Background: an optimization exercise with open tools, aiming at small area and a short achievable clock period. Do not read the settings as production practice. Function was checked by simulation only, so behaviour that the tests miss may differ from the original.

### design.v
package mdu_pkg;
    typedef enum logic [2:0] {
        OP_MULT  = 3'd0,
        OP_MULTU = 3'd1,
        OP_DIV   = 3'd2,
        OP_DIVU  = 3'd3,
        OP_MTHI  = 3'd4,
        OP_MTLO  = 3'd5,
        OP_NONE  = 3'd7
    } mdu_op_e;
    typedef enum logic {
        S_IDLE = 1'b0,
        S_RUN  = 1'b1
    } mdu_state_e;
    localparam int DEF_MULT_CYCLES = 5;
    localparam int DEF_DIV_CYCLES  = 10;
endpackage
module mdu_arith
(
    input  logic [2:0]  op,
    input  logic [31:0] in1,
    input  logic [31:0] in2,
    output logic [63:0] res,
    output logic        div0
);
    logic [63:0] a_ext;
    logic [63:0] b_ext;
    logic [63:0] prod;
    logic [31:0] div_u;
    logic [31:0] a_mag;
    logic [31:0] b_mag;
    logic [31:0] b_mag_safe;
    logic [31:0] qu;
    logic [31:0] ru;
    logic [31:0] qm;
    logic [31:0] rm;
    logic [31:0] q_s;
    logic [31:0] r_s;
    logic        is_div;
    always_comb begin
        if (op == mdu_pkg::OP_MULT) begin
            a_ext = {{32{in1[31]}}, in1};
            b_ext = {{32{in2[31]}}, in2};
        end else begin
            a_ext = {32'd0, in1};
            b_ext = {32'd0, in2};
        end
        prod = a_ext * b_ext;
    end
    always_comb begin
        div_u      = (in2 == 32'd0) ? 32'd1 : in2;
        a_mag      = in1[31] ? (32'd0 - in1) : in1;
        b_mag      = in2[31] ? (32'd0 - in2) : in2;
        b_mag_safe = (b_mag == 32'd0) ? 32'd1 : b_mag;
        qu         = in1 / div_u;
        ru         = in1 % div_u;
        qm         = a_mag / b_mag_safe;
        rm         = a_mag % b_mag_safe;
        q_s        = (in1[31] ^ in2[31]) ? (32'd0 - qm) : qm;
        r_s        = in1[31] ? (32'd0 - rm) : rm;
    end
    always_comb begin
        res = 64'd0;
        case (op)
            mdu_pkg::OP_MULT, mdu_pkg::OP_MULTU: res = prod;
            mdu_pkg::OP_DIV:            res = {r_s, q_s};
            mdu_pkg::OP_DIVU:           res = {ru, qu};
            default:           res = 64'd0;
        endcase
    end
    assign is_div = (op == mdu_pkg::OP_DIV) || (op == mdu_pkg::OP_DIVU);
    assign div0   = is_div && (in2 == 32'd0);
endmodule
module mdu_ctrl
#(
    parameter int MULT_CYCLES = mdu_pkg::DEF_MULT_CYCLES,
    parameter int DIV_CYCLES  = mdu_pkg::DEF_DIV_CYCLES
) (
    input  logic        clk,
    input  logic        reset,
    input  logic        start,
    input  logic [2:0]  op,
    input  logic        we,
    input  logic [31:0] in1,
    input  logic [31:0] in2,
    output logic        busy,
    output logic [31:0] hi,
    output logic [31:0] lo
);
    localparam logic [3:0] MULT_LOAD = 4'(MULT_CYCLES - 1);
    localparam logic [3:0] DIV_LOAD  = 4'(DIV_CYCLES - 1);
    mdu_pkg::mdu_state_e  state_q, state_d;
    logic [3:0]  cnt_q, cnt_d;
    logic [31:0] hi_q, hi_d;
    logic [31:0] lo_q, lo_d;
    logic [31:0] hi_n_q, hi_n_d;
    logic [31:0] lo_n_q, lo_n_d;
    logic        div0_q, div0_d;
    logic [63:0] res;
    logic        div0;
    logic        is_mdu_op;
    logic        is_div_op;
    mdu_arith u_arith (
        .op   (op),
        .in1  (in1),
        .in2  (in2),
        .res  (res),
        .div0 (div0)
    );
    assign is_div_op = (op == mdu_pkg::OP_DIV) || (op == mdu_pkg::OP_DIVU);
    assign is_mdu_op = is_div_op || (op == mdu_pkg::OP_MULT) || (op == mdu_pkg::OP_MULTU);
    always_comb begin
        state_d = state_q;
        cnt_d   = cnt_q;
        hi_d    = hi_q;
        lo_d    = lo_q;
        hi_n_d  = hi_n_q;
        lo_n_d  = lo_n_q;
        div0_d  = div0_q;
        case (state_q)
            mdu_pkg::S_IDLE: begin
                if (start) begin
                    if (is_mdu_op) begin
                        hi_n_d  = res[63:32];
                        lo_n_d  = res[31:0];
                        div0_d  = div0;
                        cnt_d   = is_div_op ? DIV_LOAD : MULT_LOAD;
                        state_d = mdu_pkg::S_RUN;
                    end
                end else if (we) begin
                    if (op == mdu_pkg::OP_MTHI) hi_d = in1;
                    if (op == mdu_pkg::OP_MTLO) lo_d = in1;
                end
            end
            mdu_pkg::S_RUN: begin
                if (cnt_q == 4'd0) begin
                    if (!div0_q) begin
                        hi_d = hi_n_q;
                        lo_d = lo_n_q;
                    end
                    state_d = mdu_pkg::S_IDLE;
                end else begin
                    cnt_d = cnt_q - 4'd1;
                end
            end
            default: state_d = mdu_pkg::S_IDLE;
        endcase
    end
    always_ff @(posedge clk or posedge reset) begin
        if (reset) begin
            state_q <= mdu_pkg::S_IDLE;
            cnt_q   <= 4'd0;
            hi_q    <= 32'd0;
            lo_q    <= 32'd0;
            hi_n_q  <= 32'd0;
            lo_n_q  <= 32'd0;
            div0_q  <= 1'b0;
        end else begin
            state_q <= state_d;
            cnt_q   <= cnt_d;
            hi_q    <= hi_d;
            lo_q    <= lo_d;
            hi_n_q  <= hi_n_d;
            lo_n_q  <= lo_n_d;
            div0_q  <= div0_d;
        end
    end
    assign busy = (state_q == mdu_pkg::S_RUN);
    assign hi   = hi_q;
    assign lo   = lo_q;
endmodule
### run.sh
#!/bin/bash
# synth_recipe.tcl (not shown) runs the flow's synth.tcl, then flattens the netlist and writes it again
# the make line also repeats each setting of config.mk as NAME=value (left out here)
make -C /OpenROAD-flow-scripts/flow DESIGN_CONFIG=/design/flow/config.mk WORK_HOME=/design/flow/orfs CLKGATE_MAP_FILE= SYNTH_SCRIPT=/design/flow/synth_recipe.tcl finish
### config.mk
export PLATFORM = sky130hd
export DESIGN_NAME = mdu_ctrl
export DESIGN_NICKNAME = mdu_ctrl
export VERILOG_FILES = /design/flow/design.v
export SDC_FILE = /design/flow/constraint.sdc
export NUM_CORES = 4
export LEC_CHECK = 0
export CAP_MARGIN = 20
export CORE_MARGIN = 2
export CORE_UTILIZATION = 40
export SLEW_MARGIN = 20
### constraint.sdc
create_clock -name core_clock -period 150.0 [get_ports {clk}]
set_input_delay 30.0000 -clock core_clock [delete_from_list [all_inputs] [get_ports {clk}]]
set_output_delay 30.0000 -clock core_clock [all_outputs]
set_load 0.01 [all_outputs]
==> flow_summary.json <==
{
  "root_buffer": "clkbuf_16",
  "syn_area_mm2": 0.114,
  "synth-edff-count": 0,
  "cts_tree": "yes",
  "synth_area_leaders": "fa_1 (25%), ha_1 (15%), nand2_1 (6.1%), inv_1 (5.7%), xnor2_1 (4.4%)",
  "antenna_left": 0,
  "area_delta_synth_final_pct": 6.02,
  "drc_errors": 0,
  "die-area_mm2": 0.290,
  "outcome": "finished clean",
  "final_max_slew_viol_count": 0,
  "hold_viol": 0,
  "layout_min_cycle_time_ns": 130.54,
  "htreeDepth": 4,
  "cp.arrival_ns": 130.82,
  "synth_flop_cell": "dfrtp_1",
  "max_stage_delay_ns": 1.03,
  "max_freq_ghz": 0.00766,
  "cts_sinks": 134,
  "synth_mux_area_share_pct": 1.74,
  "grt_use_total_pct": 36.0,
  "drive_above_1_share_pct": 5.61,
  "rsz0062_at_grt": "no",
  "cap_violations": 0,
  "synth_area_per_cell_um2": 7.68,
  "setup_ws_ns": 19.46,
  "path_common_cell": "ha_1",
  "ys_warn_count": 2,
  "dp_hpwl_mm": 430,
  "nets": 17600,
  "first_global_vias": 111000,
  "path_class": "input pin to flip-flop",
  "die_w_um": 539,
  "pin_count": 136,
  "fin_setup_tns_ns": 0,
  "crit_family": "compound AO/OA/AOI/OAI gates",
  "wirelength_mm": 535,
  "yosys.area.top_type": "fa_1",
  "netlist_top_cells_count": "nand2_1 (1856), inv_1 (1729), fa_1 (1443)",
  "synth_compound_area_share_pct": 20.5,
  "ctsResizeCount": 0,
  "synthDistinctLibCells": 117,
  "grt_max_degree": 77,
  "synth_nets": 17800,
  "ys_ff_latch": 134,
  "port_buffers": 135,
  "overflow": 0,
  "synth-xor-area-share_pct": 7.25,
  "cp_slowest_cell": "nor4b_1",
  "max_slew_margin_pct": 10.8,
  "required_ns": 150.28,
  "finalSetupViolations": 0,
  "post_cts_buffers": 0,
  "antenna_found_initial": 42,
  "drt_iter0_drc": 12900,
  "cts-buffers-inserted": 17,
  "stdcell_area_mm2": 0.121,
  "start_kind": "input pin",
  "synth_top_area_share_pct": 25.3,
  "clk_latency_ns": 0.48,
  "synthAdderAreaFrac_pct": 40.1,
  "crit_fanout": 57,
  "post-place-ws_ns": 22.94,
  "clk_path_buf_depth": 2,
  "min_path_type": "flip-flop to flip-flop",
  "place_area_mm2": 0.121,
  "path_buf_inv": 33,
  "hold_buffers": 0,
  "synth_cells": 14900,
  "gp_congestion": 1.09,
  "synthArstFlopShare_pct": 100,
  "critPathCaptureType": "flip-flop",
  "coreArea_mm2": 0.285,
  "path_clk_slew_ns": 0.07,
  "dr_total_vias": 114000,
  "wl_per_cell_um": 28.9,
  "firstDrtPassIters": 8,
  "max_slew.worst_pin.slew_ns": 1.32,
  "dieHeight_um": 539,
  "synth-simple-area-share_pct": 19.6,
  "clock_skew_ns": 0.0114,
  "start_util_pct": 40.2,
  "grt_pass1_wl_mm": 771,
  "vias_per_cell": 6.17,
  "period_share_pct": 87.0,
  "num_rows": 196,
  "synth.most_common_cell": "nand2_1",
  "synth_seq_area_share_pct": 2.93,
  "synth_top_family_by_area": "adder cells"
}
registers in the layout, summed over array words and instances (netlist names):
signal / flops
cnt_q: 4
div0_q: 1
hi_n_q: 32
hi_q: 32
lo_n_q: 32
lo_q: 32
state_q: 1
path summary, 6_finish.rpt:
path / slack (ns) / to / cells past startpoint / from
worst max-delay path: 19.46 / hi_n_q[30]$_DFFE_PP0P_ / 338 / in2[0]
worst min-delay path: 0.47 / div0_q$_DFFE_PP0P_ / 2 / div0_q$_DFFE_PP0P_
worst max register to register: 146.97 / lo_q[16]$_DFFE_PP0P_ / 4 / state_q$_DFF_PP0_
worst min register to register: 0.47 / div0_q$_DFFE_PP0P_ / 2 / div0_q$_DFFE_PP0P_
max in group asynchronous: 118.17 / lo_q[15]$_DFFE_PP0P_ / 4 / reset
min in group asynchronous: 30.12 / lo_q[19]$_DFFE_PP0P_ / 2 / reset
metrics by stage:
step | instances | hold WS (ns) | util (%)
final | 18500 | 0.466 | 42.6
after global routing | 18500 | 0.507 | 42.6
after CTS | 18500 | 0.471 | 42.6
after detailed placement | 18500 | 0.455 | 42.4
after global placement | 18500 | 0.455 | 42.4
after floorplan | 14900 | 0.433 | -
layout make-up:
| type | count | area, µm² |
|---|---|---|
| fillers | 29300 | 163000 |
| multi-input cells | 12400 | 103000 |
| inverters | 1740 | 6540 |
| well taps | 3762 | 4710 |
| repair buffers | 452 | 3460 |
| flip-flops and latches | 134 | 3360 |
| clock buffers | 17 | 425 |
| clock inverters | 15 | 178 |
| diodes | 18 | 45.0 |
metal layers:
metal  track usage (%)  vias up  part of all wire (%)
li1                  -    50700                     -
met1              44.9    55500                    38
met2              54.3     6594                    42
met3              7.84     1642                    10
met4              27.4       30                   9.3
met5                 0        -                 0.036
cells in the final DEF (no fill, tap or decap), types with 245 or more instances in the layout:
cell type	netlist	final
xnor2_1	581	563
nor2_1	1235	1228
nand2_1	1856	1855
nand3_1	271	271
xor2_1	366	366
o21ai_0	716	712
inv_1	1729	1709
buf_4	4	317
nor3_1	342	337
a21oi_1	980	975
ha_1	1359	1359
o21a_1	280	280
a21o_1	359	359
fa_1	1443	1442
and2_1	246	245
cells by family (layout without fill, tap and decap cells):
| family | Yosys count | after routing |
|---|---|---|
| adder cells (fa/ha/maj) | 2802 | 2802 |
| multiplexers | 185 | 185 |
| buffers and inverters | 2349 | 2224 |
| XOR/XNOR | 947 | 947 |
| AO/OA/AOI/OAI | 3604 | 3604 |
| other | 0 | 18 |
| AND/OR/NAND/NOR | 4868 | 4868 |
| flip-flops | 134 | 134 |
worst min-delay path, delay by kind of cell, from the launching register on:
family | cells | cell delay, ns
flip-flops | 1 | 0.34
AND/OR/NAND/NOR | 2 | 0.10

-- static timing again, ports no longer ideal --
How much do the figures lean on ideal ports? The routed layout below was timed once more, with nothing changed but the port constraints. Step 1, drivers: a clkbuf_16 drives clk and a buf_2 each remaining input, both assumed. Step 2 adds t to the input delays and takes it off the output delays; t is the mean of the earliest and latest rising clock arrival at the registers after step 1. Input paths then give back, and output paths get back, about the clock's delay inside the block. Three values: ideal, step 1, step 2; two values: the first two.
shift t [ns]: 0.541
slack for setup (ns): 19.456 / 19.503 / 18.962
hold WS [ns]: 0.466 / 0.466 / 0.466
clock arrival spread, ns: 0.018 / 0.018
After both steps setup and hold are still met in this run. For this run, drivers alone change the setup slack by +0.047 ns; drivers and shift together by -0.494 ns.
